Background: an optimization exercise with open tools, aiming at small area and a short achievable clock period. Do not read the settings as production practice. Only simulation tests tie the RTL to the original design; equivalence was not proved. Power figures rest on the tool's default switching activity, not on a simulated workload.

--- flow/design.v ---
`timescale 1ns/1ps
`default_nettype none
package ex_cp0_pkg;
    typedef enum logic [4:0] {
        SYS = 5'd8,
        BP  = 5'd9,
        RI  = 5'd10,
        OV  = 5'd12
    } exc_code_t;
    typedef enum logic [4:0] {
        STATUS = 5'd12,
        CAUSE  = 5'd13,
        EPC    = 5'd14,
        EBASE  = 5'd15
    } cp0_idx_t;
    localparam int STATUS_EXL   = 1;
    localparam int CAUSE_IP_HI  = 15;  
    localparam int CAUSE_IP_LO  = 10;
    localparam int CAUSE_EXC_HI = 6;
    localparam int CAUSE_EXC_LO = 2;
endpackage
`default_nettype wire
`timescale 1ns/1ps
`default_nettype none
package ex_isa_pkg;
    typedef enum logic [5:0] {
        OP_SPECIAL = 6'h00, OP_J     = 6'h02, OP_JAL   = 6'h03, OP_BEQ  = 6'h04,
        OP_BNE     = 6'h05, OP_BLEZ  = 6'h06, OP_BGTZ  = 6'h07, OP_ADDI = 6'h08,
        OP_ADDIU   = 6'h09, OP_SLTI  = 6'h0a, OP_SLTIU = 6'h0b, OP_ANDI = 6'h0c,
        OP_ORI     = 6'h0d, OP_XORI  = 6'h0e, OP_LUI   = 6'h0f, OP_COP0 = 6'h10
    } opcode_t;
    typedef enum logic [5:0] {
        F_SLL     = 6'h00, F_SRL  = 6'h02, F_SRA  = 6'h03, F_SLLV = 6'h04,
        F_SRLV    = 6'h06, F_SRAV = 6'h07, F_JR   = 6'h08, F_JALR = 6'h09,
        F_SYSCALL = 6'h0c, F_BREAK = 6'h0d, F_ADD = 6'h20, F_ADDU = 6'h21,
        F_SUB     = 6'h22, F_SUBU = 6'h23, F_AND  = 6'h24, F_OR   = 6'h25,
        F_XOR     = 6'h26, F_NOR  = 6'h27, F_SLT  = 6'h2a, F_SLTU = 6'h2b
    } funct_t;
    localparam logic [4:0] RS_MF      = 5'b00000;
    localparam logic [4:0] RS_MT      = 5'b00100;
    localparam logic [5:0] ERET_FUNCT = 6'h18;
    typedef enum logic [3:0] {
        ALU, BRANCH, JUMP, JUMP_REG, MFC0, MTC0, ERET, SYSCALL, BREAK, RESERVED
    } instr_class_t;
    typedef enum logic [4:0] {
        ALU_ADD, ALU_ADDU, ALU_SUB, ALU_SUBU, ALU_AND, ALU_OR, ALU_XOR, ALU_NOR,
        ALU_SLL, ALU_SRL, ALU_SRA, ALU_SLLV, ALU_SRLV, ALU_SRAV, ALU_SLT, ALU_SLTU,
        ALU_ADDI, ALU_ADDIU, ALU_ANDI, ALU_ORI, ALU_XORI, ALU_SLTI, ALU_SLTIU, ALU_LUI
    } alu_op_t;
    typedef struct packed {
        logic                reg_write;
        logic [32-1:0] result;
    } wb_t;
    typedef struct packed {
        logic                  redirect;
        logic                  exception;
        logic [32-1:0]   target;
        logic [4:0]            code;
    } redirect_t;
endpackage
`default_nettype wire
`timescale 1ns/1ps
`default_nettype none
module ex_alu (
    input  logic [32-1:0] instr_i,
    input  ex_isa_pkg::alu_op_t alu_op_i,
    input  logic [32-1:0] data_a_i,
    input  logic [32-1:0] data_b_i,
    output logic [32-1:0] result_o,
    output logic                overflow_o
);
    logic [32-1:0] simm;
    logic [32-1:0] zimm;
    logic [32-1:0] b_op;
    logic [4:0]          shamt;
    logic [32:0]   sum;
    logic [32:0]   diff;
    assign simm  = {{(32-16){instr_i[15]}}, instr_i[15:0]};
    assign zimm  = {{(32-16){1'b0}}, instr_i[15:0]};
    assign shamt = instr_i[10:6];
    always_comb begin
        case (alu_op_i)
            ex_isa_pkg::ALU_ADDI, ex_isa_pkg::ALU_ADDIU, ex_isa_pkg::ALU_SLTI, ex_isa_pkg::ALU_SLTIU: b_op = simm;
            ex_isa_pkg::ALU_ANDI, ex_isa_pkg::ALU_ORI, ex_isa_pkg::ALU_XORI, ex_isa_pkg::ALU_LUI:     b_op = zimm;
            default:                                  b_op = data_b_i;
        endcase
    end
    assign sum  = {data_a_i[32-1], data_a_i} + {b_op[32-1], b_op};
    assign diff = {data_a_i[32-1], data_a_i} - {data_b_i[32-1], data_b_i};
    always_comb begin
        case (alu_op_i)
            ex_isa_pkg::ALU_ADD, ex_isa_pkg::ALU_ADDI:   overflow_o = sum[32] ^ sum[32-1];
            ex_isa_pkg::ALU_SUB:             overflow_o = diff[32] ^ diff[32-1];
            default:             overflow_o = 1'b0;
        endcase
    end
    always_comb begin
        case (alu_op_i)
            ex_isa_pkg::ALU_ADD, ex_isa_pkg::ALU_ADDU, ex_isa_pkg::ALU_ADDI, ex_isa_pkg::ALU_ADDIU: result_o = sum[32-1:0];
            ex_isa_pkg::ALU_SUB, ex_isa_pkg::ALU_SUBU:   result_o = diff[32-1:0];
            ex_isa_pkg::ALU_AND, ex_isa_pkg::ALU_ANDI:   result_o = data_a_i & b_op;
            ex_isa_pkg::ALU_OR, ex_isa_pkg::ALU_ORI:     result_o = data_a_i | b_op;
            ex_isa_pkg::ALU_XOR, ex_isa_pkg::ALU_XORI:   result_o = data_a_i ^ b_op;
            ex_isa_pkg::ALU_NOR:             result_o = ~(data_a_i | b_op);
            ex_isa_pkg::ALU_SLL:             result_o = data_b_i << shamt;
            ex_isa_pkg::ALU_SRL:             result_o = data_b_i >> shamt;
            ex_isa_pkg::ALU_SRA:             result_o = $signed(data_b_i) >>> shamt;
            ex_isa_pkg::ALU_SLLV:            result_o = data_b_i << data_a_i[4:0];
            ex_isa_pkg::ALU_SRLV:            result_o = data_b_i >> data_a_i[4:0];
            ex_isa_pkg::ALU_SRAV:            result_o = $signed(data_b_i) >>> data_a_i[4:0];
            ex_isa_pkg::ALU_SLT, ex_isa_pkg::ALU_SLTI:   result_o = 32'($signed(data_a_i) < $signed(b_op));
            ex_isa_pkg::ALU_SLTU, ex_isa_pkg::ALU_SLTIU: result_o = 32'(data_a_i < b_op);
            ex_isa_pkg::ALU_LUI:             result_o = b_op << 16;
            default:             result_o = '0;
        endcase
    end
endmodule
`default_nettype wire
`timescale 1ns/1ps
`default_nettype none
module ex_branch_unit (
    input  logic [32-1:0]      instr_i,
    input  logic [32-1:0]      data_a_i,
    input  logic [32-1:0]      data_b_i,
    input  logic [32-1:0]      npc_i,
    input  ex_isa_pkg::instr_class_t class_i,
    output logic                     taken_o,
    output logic [32-1:0]      target_o,
    output logic [32-1:0]      link_o
);
    ex_isa_pkg::opcode_t             op;
    logic [32-1:0] offset;
    assign op     = ex_isa_pkg::opcode_t'(instr_i[31:26]);
    assign offset = {{(32-18){instr_i[15]}}, instr_i[15:0], 2'b00};
    assign link_o = npc_i + 32'd4;
    always_comb begin
        taken_o  = 1'b0;
        target_o = npc_i;
        case (class_i)
            ex_isa_pkg::BRANCH: begin
                target_o = npc_i + offset;
                case (op)
                    ex_isa_pkg::OP_BEQ:  taken_o = data_a_i == data_b_i;
                    ex_isa_pkg::OP_BNE:  taken_o = data_a_i != data_b_i;
                    ex_isa_pkg::OP_BLEZ: taken_o = $signed(data_a_i) <= $signed(data_b_i);  
                    ex_isa_pkg::OP_BGTZ: taken_o = $signed(data_a_i) > $signed(data_b_i);
                    default: taken_o = 1'b0;
                endcase
            end
            ex_isa_pkg::JUMP: begin
                taken_o  = 1'b1;
                target_o = {npc_i[32-1:28], instr_i[25:0], 2'b00};  
            end
            ex_isa_pkg::JUMP_REG: begin
                taken_o  = 1'b1;
                target_o = data_a_i;
            end
            default: ;
        endcase
    end
endmodule
`default_nettype wire
`timescale 1ns/1ps
`default_nettype none
module ex_flush_counter (
    input  logic clk,
    input  logic rst,
    input  logic load_i,
    input  logic count_i,
    output logic zero_o
);
    localparam int CW = $clog2(2 + 1);
    logic [CW-1:0] cnt;
    always_ff @(posedge clk or negedge rst) begin
        if (!rst) begin
            cnt <= '0;
        end else if (load_i) begin
            cnt <= CW'(2);
        end else if (count_i) begin
            cnt <= cnt - 1'b1;
        end
    end
    assign zero_o = cnt == '0;
endmodule
`default_nettype wire
`timescale 1ns/1ps
`default_nettype none
module ex_cp0_regs (
    input  logic                  clk,
    input  logic                  rst,
    input  logic [5:0]            ip_i,
    input  logic                  exc_enter_i,
    input  ex_cp0_pkg::exc_code_t exc_code_i,
    input  logic                  eret_i,
    input  logic                  mtc0_i,
    input  ex_cp0_pkg::cp0_idx_t  reg_idx_i,
    input  logic [32-1:0]   wdata_i,
    input  logic [32-1:0]   npc_i,
    output logic [32-1:0]   rdata_o,
    output logic [32-1:0]   vector_o,
    output logic [32-1:0]   epc_o
);
    logic [32-1:0] status, cause, epc, ebase;
    always_ff @(posedge clk or negedge rst) begin
        if (!rst) begin
            status <= 32'h0000FA01;
            cause  <= '0;
            epc    <= '0;
            ebase  <= 32'h80001000;
        end else begin
            cause[ex_cp0_pkg::CAUSE_IP_HI:ex_cp0_pkg::CAUSE_IP_LO] <= ip_i;  
            if (exc_enter_i) begin
                cause[ex_cp0_pkg::CAUSE_EXC_HI:ex_cp0_pkg::CAUSE_EXC_LO] <= exc_code_i;
                if (!status[ex_cp0_pkg::STATUS_EXL]) begin  
                    status[ex_cp0_pkg::STATUS_EXL] <= 1'b1;
                    epc <= npc_i - 32'd4;
                end
            end else if (eret_i) begin
                status[ex_cp0_pkg::STATUS_EXL] <= 1'b0;
            end else if (mtc0_i) begin
                case (reg_idx_i)
                    ex_cp0_pkg::STATUS:  status <= wdata_i;
                    ex_cp0_pkg::EPC:     epc <= wdata_i;
                    ex_cp0_pkg::EBASE:   ebase <= wdata_i;
                    default: ;  
                endcase
            end
        end
    end
    always_comb begin
        case (reg_idx_i)
            ex_cp0_pkg::STATUS:  rdata_o = status;
            ex_cp0_pkg::CAUSE:   rdata_o = cause;
            ex_cp0_pkg::EPC:     rdata_o = epc;
            ex_cp0_pkg::EBASE:   rdata_o = ebase;
            default: rdata_o = '0;
        endcase
    end
    assign vector_o = ebase + 32'h00000180;
    assign epc_o    = {epc[32-1:2], 2'b00};
endmodule
`default_nettype wire
`timescale 1ns/1ps
`default_nettype none
module ex_out_reg #(
    parameter int WIDTH = 1
) (
    input  logic     clk,
    input  logic     rst,
    input  logic     load_i,
    input  logic [WIDTH-1:0] d_i,
    output logic [WIDTH-1:0] q_o,
    output logic     valid_o
);
    always_ff @(posedge clk or negedge rst) begin
        if (!rst) begin
            q_o     <= '0;
            valid_o <= 1'b0;
        end else begin
            valid_o <= load_i;  
            if (load_i) begin
                q_o <= d_i;
            end
        end
    end
endmodule
`default_nettype wire
`timescale 1ns/1ps
`default_nettype none
module ex_control_fsm (
    input  logic                     clk,
    input  logic                     rst,
    input  logic                     valid_i,
    input  logic [32-1:0]      instr_i,
    input  logic [32-1:0]      alu_result_i,
    input  logic                     overflow_i,
    input  logic                     taken_i,
    input  logic [32-1:0]      target_i,
    input  logic [32-1:0]      link_i,
    input  logic [32-1:0]      cp0_rdata_i,
    input  logic [32-1:0]      vector_i,
    input  logic [32-1:0]      epc_i,
    input  logic                     zero_i,
    output ex_isa_pkg::alu_op_t      alu_op_o,
    output ex_isa_pkg::instr_class_t class_o,
    output logic                     load_o,
    output logic                     count_o,
    output logic                     exc_enter_o,
    output ex_cp0_pkg::exc_code_t    exc_code_o,
    output logic                     eret_o,
    output logic                     mtc0_o,
    output ex_cp0_pkg::cp0_idx_t     cp0_idx_o,
    output ex_isa_pkg::wb_t          wb_o,
    output ex_isa_pkg::redirect_t    redir_o
);
    typedef enum logic {RUN, FLUSH} state_t;
    state_t  state;
    ex_isa_pkg::opcode_t op;
    ex_isa_pkg::funct_t  fn;
    logic    squash;
    logic    live;
    logic    exc;
    assign op        = ex_isa_pkg::opcode_t'(instr_i[31:26]);
    assign fn        = ex_isa_pkg::funct_t'(instr_i[5:0]);
    assign cp0_idx_o = ex_cp0_pkg::cp0_idx_t'(instr_i[15:11]);
    always_comb begin
        class_o  = ex_isa_pkg::ALU;
        alu_op_o = ex_isa_pkg::ALU_ADDU;
        case (op)
            ex_isa_pkg::OP_SPECIAL: begin
                case (fn)
                    ex_isa_pkg::F_ADD:     alu_op_o = ex_isa_pkg::ALU_ADD;
                    ex_isa_pkg::F_ADDU:    alu_op_o = ex_isa_pkg::ALU_ADDU;
                    ex_isa_pkg::F_SUB:     alu_op_o = ex_isa_pkg::ALU_SUB;
                    ex_isa_pkg::F_SUBU:    alu_op_o = ex_isa_pkg::ALU_SUBU;
                    ex_isa_pkg::F_AND:     alu_op_o = ex_isa_pkg::ALU_AND;
                    ex_isa_pkg::F_OR:      alu_op_o = ex_isa_pkg::ALU_OR;
                    ex_isa_pkg::F_XOR:     alu_op_o = ex_isa_pkg::ALU_XOR;
                    ex_isa_pkg::F_NOR:     alu_op_o = ex_isa_pkg::ALU_NOR;
                    ex_isa_pkg::F_SLL:     alu_op_o = ex_isa_pkg::ALU_SLL;
                    ex_isa_pkg::F_SRL:     alu_op_o = ex_isa_pkg::ALU_SRL;
                    ex_isa_pkg::F_SRA:     alu_op_o = ex_isa_pkg::ALU_SRA;
                    ex_isa_pkg::F_SLLV:    alu_op_o = ex_isa_pkg::ALU_SLLV;
                    ex_isa_pkg::F_SRLV:    alu_op_o = ex_isa_pkg::ALU_SRLV;
                    ex_isa_pkg::F_SRAV:    alu_op_o = ex_isa_pkg::ALU_SRAV;
                    ex_isa_pkg::F_SLT:     alu_op_o = ex_isa_pkg::ALU_SLT;
                    ex_isa_pkg::F_SLTU:    alu_op_o = ex_isa_pkg::ALU_SLTU;
                    ex_isa_pkg::F_JR, ex_isa_pkg::F_JALR: class_o = ex_isa_pkg::JUMP_REG;
                    ex_isa_pkg::F_SYSCALL: class_o = ex_isa_pkg::SYSCALL;
                    ex_isa_pkg::F_BREAK:   class_o = ex_isa_pkg::BREAK;
                    default:   class_o = ex_isa_pkg::RESERVED;
                endcase
            end
            ex_isa_pkg::OP_ADDI:  alu_op_o = ex_isa_pkg::ALU_ADDI;
            ex_isa_pkg::OP_ADDIU: alu_op_o = ex_isa_pkg::ALU_ADDIU;
            ex_isa_pkg::OP_SLTI:  alu_op_o = ex_isa_pkg::ALU_SLTI;
            ex_isa_pkg::OP_SLTIU: alu_op_o = ex_isa_pkg::ALU_SLTIU;
            ex_isa_pkg::OP_ANDI:  alu_op_o = ex_isa_pkg::ALU_ANDI;
            ex_isa_pkg::OP_ORI:   alu_op_o = ex_isa_pkg::ALU_ORI;
            ex_isa_pkg::OP_XORI:  alu_op_o = ex_isa_pkg::ALU_XORI;
            ex_isa_pkg::OP_LUI:   alu_op_o = ex_isa_pkg::ALU_LUI;
            ex_isa_pkg::OP_BEQ, ex_isa_pkg::OP_BNE, ex_isa_pkg::OP_BLEZ, ex_isa_pkg::OP_BGTZ: class_o = ex_isa_pkg::BRANCH;
            ex_isa_pkg::OP_J, ex_isa_pkg::OP_JAL: class_o = ex_isa_pkg::JUMP;
            ex_isa_pkg::OP_COP0: begin
                if (instr_i[25] && instr_i[5:0] == ex_isa_pkg::ERET_FUNCT)
                    class_o = ex_isa_pkg::ERET;
                else if (instr_i[25:21] == ex_isa_pkg::RS_MF)
                    class_o = ex_isa_pkg::MFC0;
                else if (instr_i[25:21] == ex_isa_pkg::RS_MT)
                    class_o = ex_isa_pkg::MTC0;
                else
                    class_o = ex_isa_pkg::RESERVED;
            end
            default: class_o = ex_isa_pkg::RESERVED;
        endcase
    end
    assign squash = state == FLUSH && !zero_i;
    assign live   = valid_i && !squash;
    always_comb begin
        exc        = 1'b0;
        exc_code_o = ex_cp0_pkg::exc_code_t'(5'd0);
        wb_o       = '0;
        redir_o    = '0;
        case (class_o)
            ex_isa_pkg::ALU: begin
                exc            = overflow_i;
                exc_code_o     = ex_cp0_pkg::OV;
                wb_o.reg_write = !overflow_i;
                wb_o.result    = alu_result_i;
            end
            ex_isa_pkg::BRANCH, ex_isa_pkg::JUMP, ex_isa_pkg::JUMP_REG: begin
                redir_o.redirect = taken_i;
                redir_o.target   = target_i;
                wb_o.reg_write   = op == ex_isa_pkg::OP_JAL || (class_o == ex_isa_pkg::JUMP_REG && fn == ex_isa_pkg::F_JALR);
                wb_o.result      = link_i;
            end
            ex_isa_pkg::MFC0: begin
                wb_o.reg_write = 1'b1;
                wb_o.result    = cp0_rdata_i;
            end
            ex_isa_pkg::ERET: begin
                redir_o.redirect = 1'b1;
                redir_o.target   = epc_i;
            end
            ex_isa_pkg::SYSCALL: begin
                exc        = 1'b1;
                exc_code_o = ex_cp0_pkg::SYS;
            end
            ex_isa_pkg::BREAK: begin
                exc        = 1'b1;
                exc_code_o = ex_cp0_pkg::BP;
            end
            ex_isa_pkg::RESERVED: begin
                exc        = 1'b1;
                exc_code_o = ex_cp0_pkg::RI;
            end
            default: ;  
        endcase
        if (exc) begin
            redir_o.redirect  = 1'b1;
            redir_o.exception = 1'b1;
            redir_o.target    = vector_i;
            redir_o.code      = exc_code_o;
        end
        if (!live) begin
            wb_o.reg_write    = 1'b0;
            redir_o.redirect  = 1'b0;
            redir_o.exception = 1'b0;
        end
    end
    assign load_o      = redir_o.redirect;
    assign count_o     = valid_i && squash;
    assign exc_enter_o = live && exc;
    assign eret_o      = live && class_o == ex_isa_pkg::ERET;
    assign mtc0_o      = live && class_o == ex_isa_pkg::MTC0;
    always_ff @(posedge clk or negedge rst) begin
        if (!rst) begin
            state <= RUN;
        end else if (load_o) begin
            state <= FLUSH;
        end else if (state == FLUSH && zero_i) begin
            state <= RUN;
        end
    end
endmodule
`default_nettype wire
`timescale 1ns/1ps
`default_nettype none
module ex_stage (
    input  logic                  clk,
    input  logic                  rst,
    input  logic [32-1:0]   instr_i,
    input  logic [32-1:0]   data_a_i,
    input  logic [32-1:0]   data_b_i,
    input  logic [32-1:0]   npc_i,
    input  logic                  valid_i,
    input  logic [5:0]            ip_i,
    output logic                  out_valid_o,
    output logic                  reg_write_o,
    output logic [32-1:0]   result_o,
    output logic                  redirect_o,
    output logic [32-1:0]   redirect_pc_o,
    output logic                  exception_o,
    output logic [4:0]            exc_code_o
);
    ex_isa_pkg::alu_op_t             alu_op;
    ex_isa_pkg::instr_class_t        cls;
    logic [32-1:0] alu_result, target, link, cp0_rdata, vector, epc;
    logic                overflow, taken;
    logic                load, count, zero;
    logic                exc_enter, eret, mtc0;
    ex_cp0_pkg::exc_code_t           exc_code;
    ex_cp0_pkg::cp0_idx_t            cp0_idx;
    ex_isa_pkg::wb_t                 wb_d, wb_q;
    ex_isa_pkg::redirect_t           redir_d, redir_q;
    ex_alu alu_i (
        .instr_i(instr_i), .alu_op_i(alu_op), .data_a_i(data_a_i), .data_b_i(data_b_i),
        .result_o(alu_result), .overflow_o(overflow)
    );
    ex_branch_unit branch_i (
        .instr_i(instr_i), .data_a_i(data_a_i), .data_b_i(data_b_i), .npc_i(npc_i),
        .class_i(cls), .taken_o(taken), .target_o(target), .link_o(link)
    );
    ex_flush_counter flush_i (
        .clk(clk), .rst(rst), .load_i(load), .count_i(count), .zero_o(zero)
    );
    ex_cp0_regs cp0_i (
        .clk(clk), .rst(rst), .ip_i(ip_i), .exc_enter_i(exc_enter), .exc_code_i(exc_code),
        .eret_i(eret), .mtc0_i(mtc0), .reg_idx_i(cp0_idx), .wdata_i(data_b_i),
        .npc_i(npc_i), .rdata_o(cp0_rdata), .vector_o(vector), .epc_o(epc)
    );
    ex_control_fsm fsm_i (
        .clk(clk), .rst(rst), .valid_i(valid_i), .instr_i(instr_i),
        .alu_result_i(alu_result), .overflow_i(overflow), .taken_i(taken),
        .target_i(target), .link_i(link), .cp0_rdata_i(cp0_rdata), .vector_i(vector),
        .epc_i(epc), .zero_i(zero), .alu_op_o(alu_op), .class_o(cls), .load_o(load),
        .count_o(count), .exc_enter_o(exc_enter), .exc_code_o(exc_code), .eret_o(eret),
        .mtc0_o(mtc0), .cp0_idx_o(cp0_idx), .wb_o(wb_d), .redir_o(redir_d)
    );
    ex_out_reg #(.WIDTH(1 + 32)) wb_reg (
        .clk(clk), .rst(rst), .load_i(valid_i), .d_i(wb_d), .q_o(wb_q),
        .valid_o(out_valid_o)
    );
    ex_out_reg #(.WIDTH(2 + 32 + 5)) redir_reg (
        .clk(clk), .rst(rst), .load_i(valid_i), .d_i(redir_d), .q_o(redir_q),
        .valid_o()
    );
    assign reg_write_o   = wb_q.reg_write;
    assign result_o      = wb_q.result;
    assign redirect_o    = redir_q.redirect;
    assign redirect_pc_o = redir_q.target;
    assign exception_o   = redir_q.exception;
    assign exc_code_o    = redir_q.code;
endmodule
`default_nettype wire
--- flow/run.sh ---
#!/bin/bash
# synth_recipe.tcl (not shown) runs the flow's synth.tcl, then flattens the netlist and writes it again
# the make line also repeats each setting of config.mk as NAME=value (left out here)
make -C /OpenROAD-flow-scripts/flow DESIGN_CONFIG=/design/flow/config.mk WORK_HOME=/design/flow/orfs CLKGATE_MAP_FILE= SYNTH_SCRIPT=/design/flow/synth_recipe.tcl finish
--- flow/config.mk ---
export PLATFORM = sky130hd
export DESIGN_NAME = ex_stage
export DESIGN_NICKNAME = ex_stage
export VERILOG_FILES = /design/flow/design.v
export SDC_FILE = /design/flow/constraint.sdc
export NUM_CORES = 4
export LEC_CHECK = 0
export CAP_MARGIN = 20
export CORE_MARGIN = 2
export CORE_UTILIZATION = 40
export SLEW_MARGIN = 20
--- flow/constraint.sdc ---
create_clock -name core_clock -period 8.0 [get_ports {clk}]
set_input_delay 1.6000 -clock core_clock [delete_from_list [all_inputs] [get_ports {clk}]]
set_output_delay 1.6000 -clock core_clock [all_outputs]
set_load 0.01 [all_outputs]
==> run notes <==
cell families after synthesis:
group	synth area share [%]
and+or+nand+nor	19.9
DFF	17.5
muxes	13.0
AOI/OAI and AO/OA	29.9
adders and majority gates	8.29
xor gates and xnor gates	4.83
other	0.0145
buffers and inverters	6.56
cell type report:
class / count / area (um2) / share of cell area, %
sequential: 181 / 4540 / 14.8
clock buffer: 18 / 439 / 1.43
inverter: 147 / 552 / 1.80
timing repair buffer: 465 / 4050 / 13.2
multi-input combinational: 2782 / 19800 / 64.6
clock inverter: 14 / 184 / 0.600
antenna: 5 / 12.5 / 0.0408
tap: 855 / 1070 / 3.49
cells in the mapped netlist (71+ instances only):
| master | instances |
|---|---|
| nand2_1 | 329 |
| nor2_1 | 282 |
| clkbuf_1 | 233 |
| mux2i_1 | 205 |
| a21oi_1 | 200 |
| dfrtp_1 | 172 |
| ha_1 | 167 |
| o21ai_0 | 159 |
| inv_1 | 145 |
| nor3_1 | 109 |
| mux2_2 | 92 |
| nand3_1 | 81 |
| xnor2_1 | 79 |
| a221o_1 | 71 |
routing by layer:
metal  up-vias  routed length, um  global-route usage, %
li1      13200                  -                      -
met5         -                150                      0
met4        20              13900                   32.1
met1     15300              62200                   59.5
met2      2319              68000                   70.5
met3       618              20100                   14.7
critical path, stage by stage:
cell,delay [ns]
clkdlybuf4s50_1,0.81
buf_4,0.35
or3_1,0.51
a211o_4,0.41
nor4_4,0.26
buf_4,0.40
nand3_1,0.24
and2_1,0.38
buf_4,0.27
nand3_1,0.09
o21ai_0,0.35
a221oi_1,0.73
nand4_1,0.16
buf_4,0.20
a2111oi_0,0.42
buf_4,0.25
o221ai_1,0.13
sequential cells by signal, summed over array words and instances (netlist names):
register        flops
cp0_i.cause        10
cp0_i.ebase        32
cp0_i.epc          32
cp0_i.status       32
flush_i.cnt         2
fsm_i.state         1
redir_reg.q_o      38
wb_reg.q_o         33
wb_reg.valid_o      1
power by group through the flow:
stage	Combinational (uW)	Sequential (uW)	Clock, uW
after floorplan	1020	1120	0
after global placement	1850	1160	0
after detailed placement	1840	1160	0
after CTS	1850	1140	928
after global routing	2000	1150	956
final	1930	1150	927
metrics by stage:
stage	setup WS, ns	hold slack [ns]	utilization (%)	power (uW)
after floorplan	0.869	0.438	-	2130
after global placement	0.412	0.456	46.7	3010
after detailed placement	0.409	0.463	46.7	3000
after CTS	0.870	0.481	47.7	3920
after global routing	0.387	0.501	47.7	4110
final	0.704	0.475	47.7	4010
worst max path at each step:
| stage | cells after the start | from | to |
|---|---|---|---|
| floorplan | 27 | instr_i[1] | cp0_i.epc[10] |
| global placement | 25 | instr_i[5] | cp0_i.epc[30] |
| detailed placement | 23 | instr_i[5] | cp0_i.epc[24] |
| CTS | 23 | instr_i[5] | cp0_i.epc[15] |
| global route | 25 | instr_i[5] | cp0_i.epc[23] |
| finish | 17 | instr_i[4] | wb_reg.q_o[18] |
==> flow_metrics.env <==
export IMPL_ys_types=101
export IMPL_p_comb_share_pct=48.3
export IMPL_grt_pass1_vias=29100
export IMPL_fin_nets=3901
export IMPL_fmax_mhz=137
export IMPL_intPower_uw=2230
export IMPL_io_pins=210
export IMPL_die_w_um=259
export IMPL_r2r_cells=12
export IMPL_powerDensity_nw_per_um2=131
export IMPL_p_seq_share_pct=28.6
export IMPL_clk_path_buf_depth=2
export IMPL_cts_resized=0
export IMPL_grt_total_usage_pct=47.7
export IMPL_synth_edf_count=0
export IMPL_synth_top_area_share_pct=16.6
export IMPL_htree_levels=4
export IMPL_fillCellCount=6558
export IMPL_gp_congestion=1.15
export IMPL_drv_slew=0
export IMPL_synth_top_area_cell="dfrtp_1"
export IMPL_clkPwrFrac_pct=23.1
export IMPL_cts_root_buf="clkbuf_16"
export IMPL_finalNonFillerCells=4467
export IMPL_cts_clk_slew_worst_paths_ns=0.08
export IMPL_yosysWarnings=7
export IMPL_start_kind="input pin"
export IMPL_wl_per_cell_um=36.8
export IMPL_tightest_slew_ns=1.26
export IMPL_holdPathEnd="cp0_i.cause[5]"
export IMPL_cts_hold_buffers_added=0
export IMPL_drt_initial_drc_count=5379
export IMPL_ys_flop_type="dfrtp_1"
export IMPL_dpl_hpwl_um=132000
export IMPL_synth_seq_area_share_pct=17.5
export IMPL_finClkSkew_ns=0.00984
export IMPL_required_ns=8.33
export IMPL_max_cap_viol_count=0
export IMPL_period_minus_slack_ns=7.30
export IMPL_placed_area_um2=30000
export IMPL_min_path_cells=1
export IMPL_ys_ff_latch=181
export IMPL_vdd_ir_drop_worst_mv=0.168
export IMPL_slew_headroom_pct=16.0
export IMPL_grt_max_degree=78
export IMPL_coreArea_um2=64200
export IMPL_p_switching_uw=1780
export IMPL_route_vias_total=31400
export IMPL_drc=0
export IMPL_syn2layout_area_growth_pct=18.2
export IMPL_via_per_inst=7.04
export IMPL_synth_area_leaders="dfrtp_1, ha_1, mux2i_1, nand2_1, nor2_1"
export IMPL_wl_um=164000
export IMPL_rrSetupSlack_ns=4.52
export IMPL_path_class="input pin to register"
export IMPL_grt_pass1_wl_um=227000
export IMPL_drive_gt1_share_pct=13.2
export IMPL_antenna_found_initial=18
export IMPL_finalCritPeriodShare_pct=91.2
export IMPL_clock_sinks=181
export IMPL_r2r_start="flush_i.cnt[0]"
export IMPL_worstSkewPairLatency_ns=0.47
export IMPL_swShare_pct=44.4
export IMPL_leakagePower_uw=0.0130
export IMPL_initial_utilization_pct=40.4
export IMPL_crit_arrival_ns=7.63
export IMPL_layout_commonest_cell="nand2_1"
export IMPL_port_buffer_count=208
export IMPL_placedCellCount=4429
export IMPL_die_h_um=259
export IMPL_hold_violations=0
export IMPL_hold_class="register to register"
export IMPL_fin_setup_tns_ns=0
export IMPL_postCtsSetupBuffers=0
export IMPL_netlist_area_um2=25900
export IMPL_finalInstanceArea_um2=30700
export IMPL_rsz0062_at_grt="false"
export IMPL_min_from="cp0_i.cause[5]"
export IMPL_overflow=0
export IMPL_cts_buffers=17
export IMPL_async_reset_ff_share_pct=100
export IMPL_final_cell_mix="nand2_1, nor2_1, buf_4"
export IMPL_synthCells=3390
export IMPL_ant_nets=0
export IMPL_tritoncts="built"
export IMPL_finalSetupViolations=0
export IMPL_fp_row_count=93
export IMPL_syn_avg_cell_area_um2=7.65
export IMPL_outcome="complete, no violations"
export IMPL_r2r_end="cp0_i.epc[27]"
export IMPL_drt_first_pass_iters=9
export IMPL_syn_nets=3697
export IMPL_crit_fanout=24
export IMPL_die_area_um2=66900
export IMPL_cp_end_kind="register"

-- what the ideal ports hide --
The results above use ideal ports. As a check the final layout listed here was re-extracted and re-timed, cells and wires unchanged.
Step 1 (the two cells are an assumption about what drives the block):
set clk [get_ports {clk}]
set_driving_cell -lib_cell sky130_fd_sc_hd__clkbuf_16 $clk
set_driving_cell -lib_cell sky130_fd_sc_hd__buf_2 [delete_from_list [all_inputs] $clk]
Step 2 also shifts input and output timing later by t, the mid clock arrival at the registers, as if the neighbouring blocks saw the same clock.
Slacks: ideal ports / drivers / drivers and shift; pairs: ideal ports / drivers.
t (ns): 0.518
slack for setup (ns): 0.704 / 0.736 / 0.219
worst register clock-pin slew, ns: 0.08 / 0.08
After both steps this run still meets setup and hold. For this run, drivers alone change the setup slack by +0.032 ns; drivers and shift together by -0.485 ns.
